Context: an optimization exercise on an open-source flow, tuned for small area, a short achievable clock period and few clock cycles. The choices shown serve that exercise and are no tape-out recipe. RTL that was checked went through simulation tests only; none was proved equivalent to the original. No functional check of the RTL was part of run 1.

[design/flow/run.sh]
#!/bin/bash
# synth_recipe.tcl (not shown) runs the flow's synth.tcl, then flattens the netlist and writes it again
# the make line also repeats each setting of config.mk as NAME=value (left out here)
make -C /OpenROAD-flow-scripts/flow DESIGN_CONFIG=/design/flow/config.mk WORK_HOME=/design/flow/orfs CLKGATE_MAP_FILE= SYNTH_SCRIPT=/design/flow/synth_recipe.tcl finish
[design/flow/constraint.sdc]
create_clock -name core_clock -period 7.5 [get_ports {clk}]
set_input_delay 1.5000 -clock core_clock [delete_from_list [all_inputs] [get_ports {clk}]]
set_output_delay 1.5000 -clock core_clock [all_outputs]
set_load 0.01 [all_outputs]
[design/flow/design.v]
package tsfb_pkg;
  localparam logic [2:0] REG_SRC0_WIDTH  = 3'd0;
  localparam logic [2:0] REG_SRC0_HEIGHT = 3'd1;
  localparam logic [2:0] REG_SRC1_WIDTH  = 3'd2;
  localparam logic [2:0] REG_SRC1_HEIGHT = 3'd3;
  localparam logic [2:0] REG_ALPHA_MODE  = 3'd4;
  localparam int REG_IDX_W  = 3;
  localparam int REG_DATA_W = 13;
  localparam int COORD_W    = 14;
  localparam int CHAN_W     = 8;
  localparam int QUOT_W     = 8;
  localparam int IN_DATA_W  = 120;
  localparam int OUT_DATA_W = 32;
  localparam logic [CHAN_W-1:0] ALPHA_FULL = 8'd255;
  typedef struct packed {
    logic [CHAN_W-1:0]         alpha;
    logic [CHAN_W-1:0]         red;
    logic [CHAN_W-1:0]         green;
    logic [CHAN_W-1:0]         blue;
    logic signed [COORD_W-1:0] y;
    logic signed [COORD_W-1:0] x;
  } sample_t;
  typedef struct packed {
    logic [CHAN_W-1:0] red;
    logic [CHAN_W-1:0] green;
    logic [CHAN_W-1:0] blue;
  } rgb_t;
endpackage
module tsfb_divider #(
  parameter int SH = 0
) (
  input  logic [31:0] r_in,
  input  logic [23:0] d,
  output logic [31:0] r_out,
  output logic        q
);
  logic [24:0] diff;
  assign diff = {1'b0, r_in[SH+23:SH]} - {1'b0, d};
  assign q    = !diff[24];
  if (SH > 0) begin : g_lo
    assign r_out = q ? {r_in[31:SH+24], diff[23:0], r_in[SH-1:0]} : r_in;
  end else begin : g_nolo
    assign r_out = q ? {r_in[31:24], diff[23:0]} : r_in;
  end
endmodule
module tsfb_pipe #(
  parameter int W   = 1,
  parameter bit CUT = 1'b1
) (
  input  logic         clk,
  input  logic         rst,
  input  logic         en,
  input  logic         vi,
  input  logic [W-1:0] di,
  output logic         vo,
  output logic [W-1:0] dq
);
  if (CUT) begin : g_reg
    always_ff @(posedge clk) begin
      if (rst) vo <= 1'b0;
      else if (en) vo <= vi;
    end
    always_ff @(posedge clk) begin
      if (en) dq <= di;
    end
  end else begin : g_wire
    assign vo = vi;
    assign dq = di;
  end
endmodule
module two_source_feather_blend #(
  parameter int MAX_DIM = 4096,
  parameter bit      CUT_A = 1'b1,
  parameter bit      CUT_B = 1'b1,
  parameter bit      CUT_C = 1'b1,
  parameter bit [7:0] CUT_D = 8'b0101_0101,
  parameter bit      CUT_O = 1'b0
) (
  input  logic                              clk,
  input  logic                              rst,
  input  logic                              cfg_wen,
  input  logic [tsfb_pkg::REG_IDX_W-1:0]    cfg_index,
  input  logic [tsfb_pkg::REG_DATA_W-1:0]   cfg_data,
  input  logic                              s_tvalid,
  output logic                              s_tready,
  input  logic [tsfb_pkg::IN_DATA_W-1:0]    s_tdata,
  output logic                              m_tvalid,
  input  logic                              m_tready,
  output logic [tsfb_pkg::OUT_DATA_W-1:0]   m_tdata
);
  logic [12:0] dim [0:3];
  logic        alpha_mode;
  logic [12:0] cfg_clamped;
  assign cfg_clamped = (cfg_data > 13'(MAX_DIM)) ? 13'(MAX_DIM) : cfg_data;
  always_ff @(posedge clk) begin
    if (rst) begin
      dim[0] <= 13'd1024;
      dim[1] <= 13'd1024;
      dim[2] <= 13'd1024;
      dim[3] <= 13'd1024;
      alpha_mode <= 1'b0;
    end else if (cfg_wen) begin
      case (cfg_index)
        3'd0: dim[0] <= cfg_clamped;
        3'd1: dim[1] <= cfg_clamped;
        3'd2: dim[2] <= cfg_clamped;
        3'd3: dim[3] <= cfg_clamped;
        3'd4: alpha_mode <= cfg_data[0];
        default: ;
      endcase
    end
  end
  logic en;
  assign en       = !m_tvalid || m_tready;
  assign s_tready = en;
  logic [55:0] crd;
  assign crd = {s_tdata[87:60], s_tdata[27:0]};
  logic [3:0]  ax_in;
  logic [47:0] fac;
  for (genvar i = 0; i < 4; i++) begin : g_axis
    logic [13:0] c;
    logic [12:0] hi;
    assign c = crd[14*i +: 14];
    assign ax_in[i] = !c[13] && (c[12:0] < dim[i]);
    assign hi       = dim[i] - c[12:0];
    assign fac[12*i +: 12] = (c[12:0] < {1'b0, dim[i][12:1]}) ? 12'(c[11:0] + 12'd1) : hi[11:0];
  end
  logic [1:0]  nz0;
  logic [47:0] m0;
  assign nz0[0] = ax_in[0] && ax_in[1] && (!alpha_mode || s_tdata[59]);
  assign nz0[1] = ax_in[2] && ax_in[3] && (!alpha_mode || s_tdata[119]);
  assign m0 = alpha_mode ? {4{12'd1}} : fac;
  localparam int WA = 2 + 48 + 48;
  logic          v1;
  logic [WA-1:0] pa;
  tsfb_pipe #(.W(WA), .CUT(CUT_A)) u_cut_a (
    .clk(clk), .rst(rst), .en(en), .vi(s_tvalid),
    .di({nz0, m0, s_tdata[111:88], s_tdata[51:28]}), .vo(v1), .dq(pa));
  logic [1:0]  nz1;
  logic [47:0] m1;
  logic [47:0] col1;
  assign {nz1, m1, col1} = pa;
  logic [22:0] wt1_0;
  logic [22:0] wt1_1;
  assign wt1_0 = nz1[0] ? 23'(m1[11:0] * m1[23:12]) : 23'd0;
  assign wt1_1 = nz1[1] ? 23'(m1[35:24] * m1[47:36]) : 23'd0;
  localparam int WB = 1 + 46 + 48;
  logic          v2;
  logic [WB-1:0] pb;
  tsfb_pipe #(.W(WB), .CUT(CUT_B)) u_cut_b (
    .clk(clk), .rst(rst), .en(en), .vi(v1),
    .di({|nz1, wt1_1, wt1_0, col1}), .vo(v2), .dq(pb));
  logic        any2;
  logic [22:0] wt2_0;
  logic [22:0] wt2_1;
  logic [47:0] col2;
  assign {any2, wt2_1, wt2_0, col2} = pb;
  logic [23:0] tot2;
  logic [95:0] num2;
  logic [23:0] lo2;
  assign tot2 = {1'b0, wt2_0} + {1'b0, wt2_1};
  for (genvar c = 0; c < 3; c++) begin : g_chan
    logic [7:0]  a;
    logic [7:0]  b;
    logic [7:0]  d;
    logic        ge;
    logic [22:0] wh;
    assign a  = col2[8*c +: 8];
    assign b  = col2[24 + 8*c +: 8];
    assign ge = b >= a;
    assign lo2[8*c +: 8] = ge ? a : b;
    assign d  = ge ? b - a : a - b;
    assign wh = ge ? wt2_1 : wt2_0;
    assign num2[32*c +: 32] = 32'(wh * d) + 32'(tot2[23:1]);
  end
  localparam int WC = 1 + 24 + 96 + 24;
  logic          v3;
  logic [WC-1:0] pc;
  tsfb_pipe #(.W(WC), .CUT(CUT_C)) u_cut_c (
    .clk(clk), .rst(rst), .en(en), .vi(v2),
    .di({any2, tot2, num2, lo2}), .vo(v3), .dq(pc));
  localparam int WD = 1 + 24 + 96 + 24 + 24;
  logic [8:0]        vd;
  logic [9*WD-1:0]   bd;
  assign vd[0] = v3;
  assign bd[WD-1:0] = {pc[WC-1:24], 24'd0, pc[23:0]};
  for (genvar j = 0; j < 8; j++) begin : g_div
    localparam int K = 7 - j;
    logic        any_j;
    logic [23:0] den_j;
    logic [95:0] rem_j;
    logic [95:0] rem_n;
    logic [23:0] q_j;
    logic [23:0] q_n;
    logic [23:0] lo_j;
    assign {any_j, den_j, rem_j, q_j, lo_j} = bd[WD*j +: WD];
    for (genvar c = 0; c < 3; c++) begin : g_c
      logic qb;
      tsfb_divider #(.SH(K)) u_step (
        .r_in(rem_j[32*c +: 32]), .d(den_j), .r_out(rem_n[32*c +: 32]), .q(qb));
      if (K == 7) begin : g_top
        assign q_n[8*c +: 8] = {qb, q_j[8*c +: 7]};
      end else if (K == 0) begin : g_bot
        assign q_n[8*c +: 8] = {q_j[8*c+1 +: 7], qb};
      end else begin : g_mid
        assign q_n[8*c +: 8] = {q_j[8*c+K+1 +: 7-K], qb, q_j[8*c +: K]};
      end
    end
    tsfb_pipe #(.W(WD), .CUT(CUT_D[K])) u_cut_d (
      .clk(clk), .rst(rst), .en(en), .vi(vd[j]),
      .di({any_j, den_j, rem_n, q_n, lo_j}), .vo(vd[j+1]), .dq(bd[WD*(j+1) +: WD]));
  end
  logic        any8;
  logic [23:0] q8;
  logic [23:0] lo8;
  assign any8 = bd[9*WD-1];
  assign q8   = bd[8*WD+24 +: 24];
  assign lo8  = bd[8*WD +: 24];
  logic [31:0] res;
  assign res = any8 ? {8'hff, 8'(lo8[23:16] + q8[23:16]), 8'(lo8[15:8] + q8[15:8]),
                       8'(lo8[7:0] + q8[7:0])} : 32'd0;
  tsfb_pipe #(.W(32), .CUT(CUT_O)) u_cut_o (
    .clk(clk), .rst(rst), .en(en), .vi(vd[8]),
    .di(res), .vo(m_tvalid), .dq(m_tdata));
endmodule
[design/flow/config.mk]
export PLATFORM = sky130hd
export DESIGN_NAME = two_source_feather_blend
export DESIGN_NICKNAME = two_source_feather_blend
export VERILOG_FILES = /design/flow/design.v
export SDC_FILE = /design/flow/constraint.sdc
export NUM_CORES = 4
export LEC_CHECK = 0
export CAP_MARGIN = 20
export CORE_MARGIN = 2
export CORE_UTILIZATION = 40
export SLEW_MARGIN = 20
==> results of run 1 <==
sequential cells by signal, indices dropped and copies added, names as in the netlist:
name              flops
u_cut_a.dq           98
u_cut_b.dq           95
g_div.u_cut_d.vo      4
u_cut_a.vo            1
u_cut_c.dq          142
g_div.u_cut_d.dq    475
u_cut_c.vo            1
u_cut_b.vo            1
alpha_mode            1
dim                  52
per-stage QoR:
step	hold WS, ns	setup WS (ns)
2_1_floorplan	0.400	0.0125
3_3_place_gp	0.402	-0.573
3_5_place_dp	0.405	-0.634
4_1_cts	0.410	-0.0233
5_1_grt	0.422	-0.495
6_report	0.412	-0.147
synthesized netlist by cell type, types with 239 or more instances:
cell type / n / share of area
sky130_fd_sc_hd__a21o_1: 352 / 0.027
sky130_fd_sc_hd__a21oi_1: 700 / 0.036
sky130_fd_sc_hd__a22o_1: 239 / 0.021
sky130_fd_sc_hd__clkbuf_1: 367 / 0.014
sky130_fd_sc_hd__edfxtp_1: 810 / 0.25
sky130_fd_sc_hd__fa_1: 680 / 0.14
sky130_fd_sc_hd__ha_1: 1077 / 0.14
sky130_fd_sc_hd__inv_1: 1181 / 0.046
sky130_fd_sc_hd__mux2_2: 291 / 0.034
sky130_fd_sc_hd__nand2_1: 591 / 0.023
sky130_fd_sc_hd__nor2_1: 585 / 0.023
sky130_fd_sc_hd__o21ai_0: 360 / 0.019
sky130_fd_sc_hd__xnor2_1: 427 / 0.038
area by class of cell:
type | count | area (um^2) | area share
clock inverter | 69 | 890 | 0.00781
antenna | 4 | 10.0 | 0.0000879
sequential | 870 | 25500 | 0.224
timing repair buffer | 1022 | 8970 | 0.0787
clock buffer | 120 | 2630 | 0.0231
multi-input combinational | 7574 | 67400 | 0.592
inverter | 1186 | 4450 | 0.0391
tap | 3202 | 4010 | 0.0352
layout by cell type (no fill, tap or decap), types with 133 or more instances in the layout:
cell type	n
sky130_fd_sc_hd__a21oi_1	639
sky130_fd_sc_hd__a21o_1	349
sky130_fd_sc_hd__a22o_1	239
sky130_fd_sc_hd__ha_1	1042
sky130_fd_sc_hd__clkdlybuf4s50_1	159
sky130_fd_sc_hd__or2_2	133
sky130_fd_sc_hd__o21ai_0	335
sky130_fd_sc_hd__inv_1	1157
sky130_fd_sc_hd__fa_1	658
sky130_fd_sc_hd__nor2_1	560
sky130_fd_sc_hd__o21a_1	142
sky130_fd_sc_hd__xor2_1	202
sky130_fd_sc_hd__and2_1	168
sky130_fd_sc_hd__nand2_1	589
sky130_fd_sc_hd__buf_4	751
sky130_fd_sc_hd__edfxtp_1	810
sky130_fd_sc_hd__xnor2_1	423
sky130_fd_sc_hd__mux2_2	291
path summary, 6_finish.rpt:
check | from | endpoint | depth (start not counted)
max reg2reg | u_cut_b.dq[24] | u_cut_c.dq[54] | 34
min reg2reg | g_div[1].u_cut_d.dq[168] | g_div[3].u_cut_d.dq[168] | 0
min | g_div[1].u_cut_d.dq[168] | g_div[3].u_cut_d.dq[168] | 0
max | u_cut_b.dq[24] | u_cut_c.dq[54] | 34
critical path, delay by kind of cell, from the launching register on:
kind	cells	cell delay (ns)
AO/OA/AOI/OAI	16	2.75
buffers and inverters	7	0.73
flip-flops	1	0.40
AND/OR/NAND/NOR	3	0.56
XOR/XNOR	1	0.13
adder cells (fa/ha/maj)	7	2.79
logic make-up (layout without fill, tap and decap cells):
group | Yosys count | after routing
xor+xnor | 629 | 629
compound gates | 2599 | 2599
buf+inv | 1633 | 2397
simple gates | 2146 | 2146
flops | 870 | 870
other cells | 0 | 4
mux | 443 | 443
fa+ha+maj | 1757 | 1757
layer usage:
metal  wire length, um  share of wire  vias to the layer above
met4             14700          0.049                       10
met2            150000           0.50                     2108
met5                64        0.00021                        -
met3             13100          0.044                      674
met1            121000           0.40                    38700
li1                  -              -                    36900
repair_timing:
item | in CTS | in global routing
endpoints found under the setup margin | 37 | 51
buffers inserted | 32 | 53
resized for setup | 152 | 321
pin swaps | 94 | 189
hold buffers | 0 | 0
gates cloned | 2 | 2
==> results.yml, run 1 <==
sta:
  timing.final.setup_violations: 7
  worst_clock_skew_ns: 0.0963
  layout_min_cycle_time_ns: 7.65
  maxSlewHeadroom: 0.205
  fin_tns_setup_ns: -0.497
  final_period_utilization: 1.02
  unrepaired_setup_endpoints_after_global_routing: "yes"
  worst_slack_ns: -0.147
  finalHoldViolCount: 0
  timing.final.max_slew_violations: 0
  achievable-frequency_mhz: 131
  worstMarginPinSlew_ns: 1.18
layout:
  post_route_cells_drive_above_1_share: 0.170
  postLayoutCoreUtil: 0.469
  layoutNonFillerInstCount: 14000
  synth_to_layout_area_growth_pct: 17.0
  fin_area_mm2: 0.114
  final_nets: 12700
  filler_cell_count: 22500
clock_network:
  clock_buffers_created_by_tritoncts: 102
  cts.htree.levels: 3
  cts_sinks: 870
  cts.clk_slew.worst_paths_ns: 0.06
  ctsLongestPathBuffers: 3
  cts_root_buffer: "sky130_fd_sc_hd__clkbuf_16"
  clk_latency_ns: 0.80
  cts_tree: "built"
floorplanning:
  ioPinCount: 175
  core.rowCount: 181
  die-height_um: 497
  start_util: 0.401
  die_area_mm2: 0.247
  core_area_mm2: 0.243
  die_x_extent_um: 497
place:
  post-dp-hpwl_um: 238000
  numPlacedInstances: 13800
  gp_congestion: 0.962
  port-buffer-count: 160
  detailed_place.area_mm2: 0.108
drt:
  routed-via-count: 78500
  dr.first_iter.drc_count: 4883
  totalWireLength_um: 299000
  wire_per_inst_um: 21.3
  drt_first_pass_iters: 5
  residual_antenna_violating_net_count_after_detailed_routing: 0
  viasPerCell: 5.59
  remaining_drc_errors: 0
worst_setup_path:
  worstSetupEndpointType: "flip-flop"
  setup.worst_path.start_class: "flip-flop"
  worst-setup-path-type: "flip-flop to flip-flop"
  critical_path.slowest_cell: "sky130_fd_sc_hd__fa_1"
  cp_data_arrival_time_ns: 8.19
  r2r_slack_ns: -0.15
  max_fo_critical_path: 8
  worst-endpoint-required_ns: 8.05
  cpPeakStageDelay_ns: 0.59
synth:
  xor_xnor_share_of_the_synthesized_area: 0.0566
  netlist_area_before_placement_mm2: 0.0974
  post_synth_and_or_nand_nor_area_fraction: 0.106
  synth_adder_area_share: 0.278
  synth_compound_area_frac: 0.182
  synth_enable_flop_cells: 810
  yosys_register_bits: 870
  synth.area.mux_share: 0.0510
  synth_top_flop_cell: "sky130_fd_sc_hd__edfxtp_1"
  distinct_cells_synth: 98
  ys.warnings.count: 6
  postSynthAreaPerCell_um2: 9.66
  main_combinational_cell_family_by_area_after_synthesis: "adder cells"
  ys_seq_area_frac: 0.262
  asyncSetResetFlopFracSynth: 0
  synth_nets: 12000
  post_synth_inst_count: 10100
outcome:
  layout.failed_checks: "setup timing"
  result_of_the_run: "finished with violations"
flow_run:
  maxCapViolations: 0
global_route:
  grt_antenna_before_repair: 17
  gr-total-overflow: 0
  met3_usage: 0.0262
  via_count_of_the_first_global_routing_pass: 80900
  global_route_wire_length_before_repair_um: 457000
  grt_util_met2: 0.422
  top_usage_layer: "met2"
  grt.met1_usage: 0.279
  grt_start_max_net_pins: 163
  groute.usage.overall: 0.234
min_path:
  hold_path.class: "flip-flop to flip-flop"
==> inputs of run 2 (changes only) <==
--- a/design/flow/design.v
+++ b/design/flow/design.v
@@ -73,7 +73,7 @@
   parameter bit      CUT_A = 1'b1,
   parameter bit      CUT_B = 1'b1,
+  parameter bit      CUT_P = 1'b1,
   parameter bit      CUT_C = 1'b1,
-  parameter bit [7:0] CUT_D = 8'b0101_0101,
-  parameter bit      CUT_O = 1'b0
+  parameter bit [7:0] CUT_D = 8'b1111_1111
 ) (
   input  logic                              clk,
@@ -112,5 +112,6 @@
   end
   logic en;
-  assign en       = !m_tvalid || m_tready;
+  logic sv;
+  assign en       = !sv;
   assign s_tready = en;
   logic [55:0] crd;
@@ -131,46 +132,65 @@
   assign nz0[1] = ax_in[2] && ax_in[3] && (!alpha_mode || s_tdata[119]);
   assign m0 = alpha_mode ? {4{12'd1}} : fac;
-  localparam int WA = 2 + 48 + 48;
+  logic [50:0] ch0;
+  for (genvar c = 0; c < 3; c++) begin : g_ch0
+    logic [7:0] a;
+    logic [7:0] b;
+    logic       ge;
+    assign a  = s_tdata[28 + 8*c +: 8];
+    assign b  = s_tdata[88 + 8*c +: 8];
+    assign ge = b >= a;
+    assign ch0[17*c +: 17] = {ge, ge ? a : b, ge ? 8'(b - a) : 8'(a - b)};
+  end
+  localparam int WA = 2 + 48 + 51;
   logic          v1;
   logic [WA-1:0] pa;
   tsfb_pipe #(.W(WA), .CUT(CUT_A)) u_cut_a (
     .clk(clk), .rst(rst), .en(en), .vi(s_tvalid),
-    .di({nz0, m0, s_tdata[111:88], s_tdata[51:28]}), .vo(v1), .dq(pa));
+    .di({nz0, m0, ch0}), .vo(v1), .dq(pa));
   logic [1:0]  nz1;
   logic [47:0] m1;
-  logic [47:0] col1;
-  assign {nz1, m1, col1} = pa;
+  logic [50:0] ch1;
+  assign {nz1, m1, ch1} = pa;
   logic [22:0] wt1_0;
   logic [22:0] wt1_1;
   assign wt1_0 = nz1[0] ? 23'(m1[11:0] * m1[23:12]) : 23'd0;
   assign wt1_1 = nz1[1] ? 23'(m1[35:24] * m1[47:36]) : 23'd0;
-  localparam int WB = 1 + 46 + 48;
+  localparam int WB = 1 + 46 + 51;
   logic          v2;
   logic [WB-1:0] pb;
   tsfb_pipe #(.W(WB), .CUT(CUT_B)) u_cut_b (
     .clk(clk), .rst(rst), .en(en), .vi(v1),
-    .di({|nz1, wt1_1, wt1_0, col1}), .vo(v2), .dq(pb));
+    .di({|nz1, wt1_1, wt1_0, ch1}), .vo(v2), .dq(pb));
   logic        any2;
   logic [22:0] wt2_0;
   logic [22:0] wt2_1;
-  logic [47:0] col2;
-  assign {any2, wt2_1, wt2_0, col2} = pb;
+  logic [50:0] ch2;
+  assign {any2, wt2_1, wt2_0, ch2} = pb;
   logic [23:0] tot2;
-  logic [95:0] num2;
+  logic [92:0] prd2;
   logic [23:0] lo2;
   assign tot2 = {1'b0, wt2_0} + {1'b0, wt2_1};
   for (genvar c = 0; c < 3; c++) begin : g_chan
-    logic [7:0]  a;
-    logic [7:0]  b;
+    logic        ge;
     logic [7:0]  d;
-    logic        ge;
     logic [22:0] wh;
-    assign a  = col2[8*c +: 8];
-    assign b  = col2[24 + 8*c +: 8];
-    assign ge = b >= a;
-    assign lo2[8*c +: 8] = ge ? a : b;
-    assign d  = ge ? b - a : a - b;
+    assign {ge, lo2[8*c +: 8], d} = ch2[17*c +: 17];
     assign wh = ge ? wt2_1 : wt2_0;
-    assign num2[32*c +: 32] = 32'(wh * d) + 32'(tot2[23:1]);
+    assign prd2[31*c +: 31] = wh * d;
+  end
+  localparam int WP = 1 + 24 + 93 + 24;
+  logic          v2p;
+  logic [WP-1:0] pp;
+  tsfb_pipe #(.W(WP), .CUT(CUT_P)) u_cut_p (
+    .clk(clk), .rst(rst), .en(en), .vi(v2),
+    .di({any2, tot2, prd2, lo2}), .vo(v2p), .dq(pp));
+  logic        any2p;
+  logic [23:0] tot2p;
+  logic [92:0] prd2p;
+  logic [23:0] lo2p;
+  logic [95:0] num2;
+  assign {any2p, tot2p, prd2p, lo2p} = pp;
+  for (genvar c = 0; c < 3; c++) begin : g_num
+    assign num2[32*c +: 32] = {1'b0, prd2p[31*c +: 31]} + {9'd0, tot2p[23:1]};
   end
   localparam int WC = 1 + 24 + 96 + 24;
@@ -178,6 +198,6 @@
   logic [WC-1:0] pc;
   tsfb_pipe #(.W(WC), .CUT(CUT_C)) u_cut_c (
-    .clk(clk), .rst(rst), .en(en), .vi(v2),
-    .di({any2, tot2, num2, lo2}), .vo(v3), .dq(pc));
+    .clk(clk), .rst(rst), .en(en), .vi(v2p),
+    .di({any2p, tot2p, num2, lo2p}), .vo(v3), .dq(pc));
   localparam int WD = 1 + 24 + 96 + 24 + 24;
   logic [8:0]        vd;
@@ -185,4 +205,6 @@
   assign vd[0] = v3;
   assign bd[WD-1:0] = {pc[WC-1:24], 24'd0, pc[23:0]};
+  logic        last_v;
+  logic [48:0] last_d;
   for (genvar j = 0; j < 8; j++) begin : g_div
     localparam int K = 7 - j;
@@ -207,19 +229,41 @@
       end
     end
-    tsfb_pipe #(.W(WD), .CUT(CUT_D[K])) u_cut_d (
-      .clk(clk), .rst(rst), .en(en), .vi(vd[j]),
-      .di({any_j, den_j, rem_n, q_n, lo_j}), .vo(vd[j+1]), .dq(bd[WD*(j+1) +: WD]));
+    if (j < 7) begin : g_pipe
+      tsfb_pipe #(.W(WD), .CUT(CUT_D[K])) u_cut_d (
+        .clk(clk), .rst(rst), .en(en), .vi(vd[j]),
+        .di({any_j, den_j, rem_n, q_n, lo_j}), .vo(vd[j+1]), .dq(bd[WD*(j+1) +: WD]));
+    end else begin : g_last
+      assign last_v = vd[j];
+      assign last_d = {any_j, q_n, lo_j};
+    end
+  end
+  logic        ov;
+  logic [48:0] od;
+  logic [48:0] sd;
+  always_ff @(posedge clk) begin
+    if (rst) begin
+      ov <= 1'b0;
+      sv <= 1'b0;
+    end else if (en) begin
+      if (!ov || m_tready) ov <= last_v;
+      else                 sv <= last_v;
+    end else if (m_tready) begin
+      ov <= 1'b1;
+      sv <= 1'b0;
+    end
+  end
+  always_ff @(posedge clk) begin
+    if (en && (!ov || m_tready)) od <= last_d;
+    else if (!en && m_tready)    od <= sd;
+  end
+  always_ff @(posedge clk) begin
+    if (en && ov && !m_tready) sd <= last_d;
   end
   logic        any8;
   logic [23:0] q8;
   logic [23:0] lo8;
-  assign any8 = bd[9*WD-1];
-  assign q8   = bd[8*WD+24 +: 24];
-  assign lo8  = bd[8*WD +: 24];
-  logic [31:0] res;
-  assign res = any8 ? {8'hff, 8'(lo8[23:16] + q8[23:16]), 8'(lo8[15:8] + q8[15:8]),
-                       8'(lo8[7:0] + q8[7:0])} : 32'd0;
-  tsfb_pipe #(.W(32), .CUT(CUT_O)) u_cut_o (
-    .clk(clk), .rst(rst), .en(en), .vi(vd[8]),
-    .di(res), .vo(m_tvalid), .dq(m_tdata));
+  assign {any8, q8, lo8} = od;
+  assign m_tvalid = ov;
+  assign m_tdata  = any8 ? {8'hff, 8'(lo8[23:16] + q8[23:16]), 8'(lo8[15:8] + q8[15:8]),
+                            8'(lo8[7:0] + q8[7:0])} : 32'd0;
 endmodule
--- a/design/flow/config.mk
+++ b/design/flow/config.mk
@@ -9,3 +9,4 @@
 export CORE_MARGIN = 2
 export CORE_UTILIZATION = 40
+export SETUP_SLACK_MARGIN = 3.8
 export SLEW_MARGIN = 20
==> results.yml, run 2 <==
sta:
  worstMarginPinSlew_ns: 1.20
  layout_min_cycle_time_ns: 5.63
  unrepaired_setup_endpoints_after_global_routing: "yes"
  fin_tns_setup_ns: 0
  finalHoldViolCount: 0
  final_period_utilization: 0.751
  timing.final.setup_violations: 0
  achievable-frequency_mhz: 177
  maxSlewHeadroom: 0.193
  worst_clock_skew_ns: 0.0930
  timing.final.max_slew_violations: 0
floorplanning:
  die_area_mm2: 0.304
  core_area_mm2: 0.297
  start_util: 0.403
  die-height_um: 551
  ioPinCount: 175
  die_x_extent_um: 551
  core.rowCount: 200
worst_setup_path:
  cp_data_arrival_time_ns: 6.20
  worst-setup-path-type: "flip-flop to flip-flop"
  cp_cell_sequence: "buf_12 > buf_12 > mux2i_4 > nand2b_4 > fa_1 > fa_1 > inv_1 > fa_1 > inv_1 > fa_1 > inv_2 > ha_4 > or3_4 > o211ai_1 > buf_4 > a31oi_4 > and3_4 > o21a_4 > a21oi_4 > o211ai_1 > a211o_1"
  critPathTopFamily: "adder cells"
  path_common_cell: "sky130_fd_sc_hd__fa_1"
  cpPeakStageDelay_ns: 0.49
  critical_path.slowest_cell: "sky130_fd_sc_hd__fa_1"
  r2r-end: "u_cut_p.dq[84]"
  r2r_start: "u_cut_b.dq[33]"
  max_fo_critical_path: 5
  setup.worst_path.start_class: "flip-flop"
  r2r_slack_ns: 1.87
  worst_r2r_path_depth: 21
  worstSetupEndpointType: "flip-flop"
  worst-endpoint-required_ns: 8.06
  critPathBufInv: 6
place:
  post-dp-hpwl_um: 239000
  numPlacedInstances: 15000
  detailed_place.area_mm2: 0.126
  port-buffer-count: 160
  gp_congestion: 0.890
synth:
  synth.top_cells.by_area: "sky130_fd_sc_hd__edfxtp_1 (39%), sky130_fd_sc_hd__ha_1 (12%), sky130_fd_sc_hd__fa_1 (10%), sky130_fd_sc_hd__inv_1 (3.7%), sky130_fd_sc_hd__xnor2_1 (3.1%)"
  netlist_area_before_placement_mm2: 0.120
  ys_seq_area_frac: 0.406
  synthDominantCellAreaShare: 0.395
  yosys.cell_count.top_type: "sky130_fd_sc_hd__edfxtp_1"
  synth_top_flop_cell: "sky130_fd_sc_hd__edfxtp_1"
  synth_top_area_cell: "sky130_fd_sc_hd__edfxtp_1"
  synth_nets: 13000
  post_synth_inst_count: 11000
  postSynthAreaPerCell_um2: 10.8
  synth_enable_flop_cells: 1575
  ys.warnings.count: 7
  distinct_cells_synth: 94
  yosys_register_bits: 1641
  asyncSetResetFlopFracSynth: 0
  synthTopCellsByCount: "sky130_fd_sc_hd__edfxtp_1 (1575), sky130_fd_sc_hd__inv_1 (1175), sky130_fd_sc_hd__ha_1 (1146)"
layout:
  layoutNonFillerInstCount: 16000
  final_common_cell: "sky130_fd_sc_hd__edfxtp_1"
  post_route_cells_drive_above_1_share: 0.183
  fin_area_mm2: 0.145
  final_cell_mix: "sky130_fd_sc_hd__edfxtp_1 (1575), sky130_fd_sc_hd__inv_1 (1104), sky130_fd_sc_hd__ha_1 (1039), sky130_fd_sc_hd__nand2_1 (831), sky130_fd_sc_hd__a21oi_1 (617)"
  synth_to_layout_area_growth_pct: 20.7
  final_nets: 13800
  top_register: "g_div.g_pipe.u_cut_d.dq"
  biggestRegsByFlops: "g_div.g_pipe.u_cut_d.dq (994), u_cut_c.dq (142), u_cut_p.dq (142)"
  largest_reg_flops: 994
drt:
  residual_antenna_violating_net_count_after_detailed_routing: 0
  viasPerCell: 5.29
  totalWireLength_um: 330000
  routed-via-count: 84600
  drt_first_pass_iters: 6
  dr.first_iter.drc_count: 4678
  remaining_drc_errors: 0
  wire_per_inst_um: 20.6
global_route:
  grt.met1_usage: 0.246
  groute.usage.overall: 0.211
  gr-total-overflow: 0
  met3_usage: 0.0251
  via_count_of_the_first_global_routing_pass: 88000
  global_route_wire_length_before_repair_um: 500000
  top_usage_layer: "met2"
  grt_antenna_before_repair: 5
  grt_util_met2: 0.382
  grt_start_max_net_pins: 169
min_path:
  timing.hold.worst_endpoint: "u_cut_c.dq[18]"
  hold_path.class: "flip-flop to flip-flop"
  hold_depth: 0
  hold_path.startpoint: "u_cut_p.dq[18]"
flow_run:
  maxCapViolations: 0
clock_network:
  clock_buffers_created_by_tritoncts: 188
  cts.clk_slew.worst_paths_ns: 0.06
  clk_latency_ns: 0.88
  cts.htree.levels: 4
  ctsLongestPathBuffers: 4
  cts_sinks: 1641
  cts_tree: "built"
  cts_root_buffer: "sky130_fd_sc_hd__clkbuf_16"
outcome:
  result_of_the_run: "timing/DRC/antenna clean"
run 2: how the worst max path moves through the flow:
| stage | from | cells after the start | to | slack, ns |
|---|---|---|---|---|
| global route | u_cut_b.dq[50] | 24 | u_cut_p.dq[116] | 1.68 |
| detailed placement | u_cut_b.dq[33] | 20 | u_cut_p.dq[85] | 0.62 |
| global placement | u_cut_b.dq[33] | 20 | u_cut_p.dq[85] | 0.65 |
| finish | u_cut_b.dq[33] | 21 | u_cut_p.dq[84] | 1.87 |
| CTS | u_cut_b.dq[50] | 23 | u_cut_p.dq[116] | 1.81 |
| floorplan | sv | 3 | g_div[0].g_pipe.u_cut_d.dq[0] | -15.83 |
run 2: routing by layer:
layer  vias up  wire [um]
li1      40500          -
met1     41500     132000
met2      1793     168000
met3       714      11500
met4         2      18900
met5         -         13
run 2: area by class of cell:
class	instances	area [um^2]
fillers	26200	153000
multi-input cells	7969	71100
flip-flops and latches	1641	48600
repair buffers	938	9570
well taps	3939	4930
clock buffers	221	4920
inverters	1176	4430
clock inverters	104	985
diodes	4	10.0
run 2: repair_timing:
| action | 4_1_cts | 5_1_grt |
|---|---|---|
| hold buffers | 0 | 0 |
| gates cloned | 26 | 8 |
| setup endpoints to repair | 758 | 816 |
| resized for setup | 1111 | 503 |
| buffers inserted | 452 | 204 |
| pin swaps | 375 | 379 |
run 2: stage by stage:
step	utilization	setup WS, ns	hold WS [ns]
after floorplan	-	-15.83	0.400
after global placement	0.424	0.648	0.400
after detailed placement	0.424	0.619	0.405
after CTS	0.474	1.81	0.323
after global routing	0.486	1.68	0.343
final	0.486	1.87	0.332
run 2: logic make-up (layout without fill, tap and decap cells):
kind of cell / after synthesis / in the layout / share of synthesized area
buf+inv: 1450 / 2439 / 0.0466
flops: 1641 / 1641 / 0.406
other cells: 0 / 4 / 0
mux: 380 / 380 / 0.0343
simple gates: 2836 / 2839 / 0.118
compound gates: 2295 / 2303 / 0.122
xor+xnor: 687 / 687 / 0.0503
fa+ha+maj: 1760 / 1760 / 0.222
Testbench counts of run 2, summed over its fixed seeds: cycles 14,976.
==> inputs of run 3 (changes only) <==
--- a/design/flow/config.mk
+++ b/design/flow/config.mk
@@ -9,4 +9,4 @@
 export CORE_MARGIN = 2
 export CORE_UTILIZATION = 40
-export SETUP_SLACK_MARGIN = 3.8
+export SETUP_SLACK_MARGIN = 3.0
 export SLEW_MARGIN = 20
==> results.yml, run 3 <==
sta:
  unrepaired_setup_endpoints_after_global_routing: "yes"
  worst_clock_skew_ns: 0.0931
  achievable-frequency_mhz: 177
  finalHoldViolCount: 0
  fin_tns_setup_ns: 0
  maxSlewHeadroom: 0.207
  timing.final.setup_violations: 0
  worstMarginPinSlew_ns: 1.16
  timing.final.max_slew_violations: 0
  layout_min_cycle_time_ns: 5.64
  final_period_utilization: 0.752
layout:
  biggestRegsByFlops: "g_div.g_pipe.u_cut_d.dq (994), u_cut_c.dq (142), u_cut_p.dq (142)"
  final_cell_mix: "sky130_fd_sc_hd__edfxtp_1 (1575), sky130_fd_sc_hd__inv_1 (1139), sky130_fd_sc_hd__ha_1 (1083), sky130_fd_sc_hd__nand2_1 (835), sky130_fd_sc_hd__a21oi_1 (639)"
  final_nets: 13500
  synth_to_layout_area_growth_pct: 16.1
  post_route_cells_drive_above_1_share: 0.136
  final_common_cell: "sky130_fd_sc_hd__edfxtp_1"
  top_register: "g_div.g_pipe.u_cut_d.dq"
  postLayoutCoreUtil: 0.468
  largest_reg_flops: 994
  filler_cell_count: 26800
min_path:
  hold_path.startpoint: "u_cut_p.dq[18]"
  hold_path.class: "flip-flop to flip-flop"
  timing.hold.worst_endpoint: "u_cut_c.dq[18]"
  hold_depth: 0
clock_network:
  cts.htree.levels: 4
  cts_sinks: 1641
  cts_tree: "built"
  ctsHoldBuffers: 0
  cts_root_buffer: "sky130_fd_sc_hd__clkbuf_16"
  ctsLongestPathBuffers: 4
  clk_latency_ns: 0.88
  clock_buffers_created_by_tritoncts: 188
  cts.clk_slew.worst_paths_ns: 0.06
floorplanning:
  die_x_extent_um: 551
  ioPinCount: 175
  die-height_um: 551
  core.rowCount: 200
  core_area_mm2: 0.297
  start_util: 0.403
  die_area_mm2: 0.304
place:
  gp_congestion: 0.890
  port-buffer-count: 160
  post-dp-hpwl_um: 239000
outcome:
  result_of_the_run: "timing/DRC/antenna clean"
synth:
  synth_enable_flop_cells: 1575
  post_synth_inst_count: 11000
  asyncSetResetFlopFracSynth: 0
  ys.warnings.count: 7
  synth.top_cells.by_area: "sky130_fd_sc_hd__edfxtp_1 (39%), sky130_fd_sc_hd__ha_1 (12%), sky130_fd_sc_hd__fa_1 (10%), sky130_fd_sc_hd__inv_1 (3.7%), sky130_fd_sc_hd__xnor2_1 (3.1%)"
  netlist_area_before_placement_mm2: 0.120
  synth_top_flop_cell: "sky130_fd_sc_hd__edfxtp_1"
  synthTopCellsByCount: "sky130_fd_sc_hd__edfxtp_1 (1575), sky130_fd_sc_hd__inv_1 (1175), sky130_fd_sc_hd__ha_1 (1146)"
  synth_top_area_cell: "sky130_fd_sc_hd__edfxtp_1"
  synthDominantCellAreaShare: 0.395
  yosys_register_bits: 1641
  postSynthAreaPerCell_um2: 10.8
  yosys.cell_count.top_type: "sky130_fd_sc_hd__edfxtp_1"
  ys_seq_area_frac: 0.406
  distinct_cells_synth: 94
  synth_nets: 13000
worst_setup_path:
  worst-setup-path-type: "flip-flop to flip-flop"
  worst_r2r_path_depth: 21
  r2r_start: "u_cut_b.dq[33]"
  r2r_slack_ns: 1.86
  setup.worst_path.start_class: "flip-flop"
  max_fo_critical_path: 5
  worstSetupEndpointType: "flip-flop"
  worst-endpoint-required_ns: 8.06
  r2r-end: "u_cut_p.dq[84]"
  cp_data_arrival_time_ns: 6.20
flow_run:
  maxCapViolations: 0
global_route:
  grt_start_max_net_pins: 169
  global_route_wire_length_before_repair_um: 483000
  groute.usage.overall: 0.202
  gr-total-overflow: 0
  grt_antenna_before_repair: 9
  via_count_of_the_first_global_routing_pass: 86300
drt:
  dr.first_iter.drc_count: 4468
  wire_per_inst_um: 19.9
  viasPerCell: 5.26
  residual_antenna_violating_net_count_after_detailed_routing: 0
  remaining_drc_errors: 0
  totalWireLength_um: 313000
  drt_first_pass_iters: 8
  routed-via-count: 82600
==> run 3: cell types whose count changed in the layout (fill, tap and decap cells not counted), moves of 23 or more <==
| cell | previous run | this run |
|---|---|---|
| sky130_fd_sc_hd__buf_12 | 72 | 28 |
| sky130_fd_sc_hd__buf_4 | 488 | 366 |
| sky130_fd_sc_hd__buf_6 | 198 | 115 |
| sky130_fd_sc_hd__clkdlybuf4s50_1 | 114 | 145 |
| sky130_fd_sc_hd__fa_1 | 564 | 587 |
| sky130_fd_sc_hd__fa_2 | 50 | 27 |
| sky130_fd_sc_hd__ha_1 | 1039 | 1083 |
| sky130_fd_sc_hd__ha_4 | 80 | 52 |
| sky130_fd_sc_hd__inv_1 | 1104 | 1139 |
| sky130_fd_sc_hd__inv_2 | 68 | 36 |
| sky130_fd_sc_hd__mux2_2 | 147 | 220 |
| sky130_fd_sc_hd__mux2_4 | 97 | 11 |
| sky130_fd_sc_hd__o21ai_0 | 397 | 443 |
==> run 3: repair_timing <==
action | in CTS | in global routing
setup endpoints to repair | 142 | 193
pin swaps | 253 | 226
resized for setup | 590 | 246
cloned | 3 | 2
hold endpoints to repair | 0 | 0
setup buffers | 296 | 119
==> run 3: layout make-up <==
type                    instances  area, um^2  area share
multi-input cells            7961       68800       0.495
flip-flops and latches       1641       48600       0.350
repair buffers                676        6330      0.0455
well taps                    3939        4930      0.0354
clock buffers                 221        4920      0.0354
inverters                    1176        4420      0.0318
clock inverters               104         985     0.00708
diodes                          7        17.5    0.000126
==> run 3: metrics by stage <==
step                      worst slack, ns  area (um^2)  hold WS, ns  cells
after floorplan                    -15.83       120000        0.400  11000
after global placement              0.648       126000        0.400  15000
after detailed placement            0.619       126000        0.405  15000
after CTS                            1.81       137000        0.323  15600
after global routing                 1.68       139000        0.343  15700
final                                1.86       139000        0.334  15700
==> run 3: layer usage <==
metal	vias to the layer above	global-route usage	wire length [um]	part of all wire
met5	-	0	0	0
met4	0	0.0830	14600	0.047
met3	608	0.0239	10800	0.034
met2	1657	0.365	158000	0.50
met1	40400	0.243	130000	0.41
li1	40000	-	-	-
==> run 3: cell families (layout without fill, tap and decap cells) <==
logic type | count (synthesis) | in the layout | share of synthesized area
xor+xnor | 687 | 687 | 0.0503
compound gates | 2295 | 2296 | 0.122
fa+ha+maj | 1760 | 1760 | 0.222
mux | 380 | 380 | 0.0343
flops | 1641 | 1641 | 0.406
buf+inv | 1450 | 2177 | 0.0466
other cells | 0 | 7 | 0
simple gates | 2836 | 2838 | 0.118
==> run 3: worst max-delay path by stage <==
stage	start	to	slack, ns
2_1_floorplan	sv	g_div[0].g_pipe.u_cut_d.dq[0]	-15.83
3_3_place_gp	u_cut_b.dq[33]	u_cut_p.dq[85]	0.65
3_5_place_dp	u_cut_b.dq[33]	u_cut_p.dq[85]	0.62
4_1_cts	u_cut_b.dq[50]	u_cut_p.dq[116]	1.81
5_1_grt	u_cut_b.dq[50]	u_cut_p.dq[115]	1.68
6_report	u_cut_b.dq[33]	u_cut_p.dq[84]	1.86
==> run 3: critical path, stage by stage, from the launching register on <==
cell,delay (ns)
sky130_fd_sc_hd__edfxtp_1,0.44
sky130_fd_sc_hd__buf_12,0.17
sky130_fd_sc_hd__buf_12,0.13
sky130_fd_sc_hd__mux2i_4,0.35
sky130_fd_sc_hd__nand2b_4,0.21
sky130_fd_sc_hd__fa_1,0.45
sky130_fd_sc_hd__fa_1,0.49
sky130_fd_sc_hd__inv_1,0.05
sky130_fd_sc_hd__fa_1,0.47
sky130_fd_sc_hd__inv_1,0.05
sky130_fd_sc_hd__fa_1,0.49
sky130_fd_sc_hd__inv_2,0.05
sky130_fd_sc_hd__ha_4,0.15
sky130_fd_sc_hd__or3_4,0.38
sky130_fd_sc_hd__o211ai_1,0.18
sky130_fd_sc_hd__buf_4,0.17
sky130_fd_sc_hd__a31oi_4,0.10
sky130_fd_sc_hd__and3_4,0.22
sky130_fd_sc_hd__o21a_4,0.22
sky130_fd_sc_hd__a21oi_4,0.22
sky130_fd_sc_hd__o211ai_1,0.11
sky130_fd_sc_hd__a211o_1,0.28

[port drivers added, routing unchanged]
No port has a modelled driver above. Below, the same layouts with a new extraction and two added sets of constraints. Step 1: set_driving_cell puts a clkbuf_16 on clk and a buf_2 on each other input, an assumption about the parent block. Step 2 moves the port delays by t, midway between the first and last clock arrival at a register: inputs arrive t later, outputs are due t later. That takes back most of the time a late clock gives input paths. Three values: no drivers, after step 1, after step 2; two values: the first two.
run | shift t [ns] | slack for setup (ns) | worst setup path at the end | worst register clock-pin slew, ns | cell pins on the clock port's net
run 1 | 0.843 | -0.147 / -0.147 / -0.147 | register to register | 0.07 / 0.07 | 1
run 2 | 0.932 | 1.866 / 1.866 / 1.866 | register to register | 0.07 / 0.07 | 1
run 3 | 0.929 | 1.863 / 1.863 / 1.863 | register to register | 0.07 / 0.07 | 1
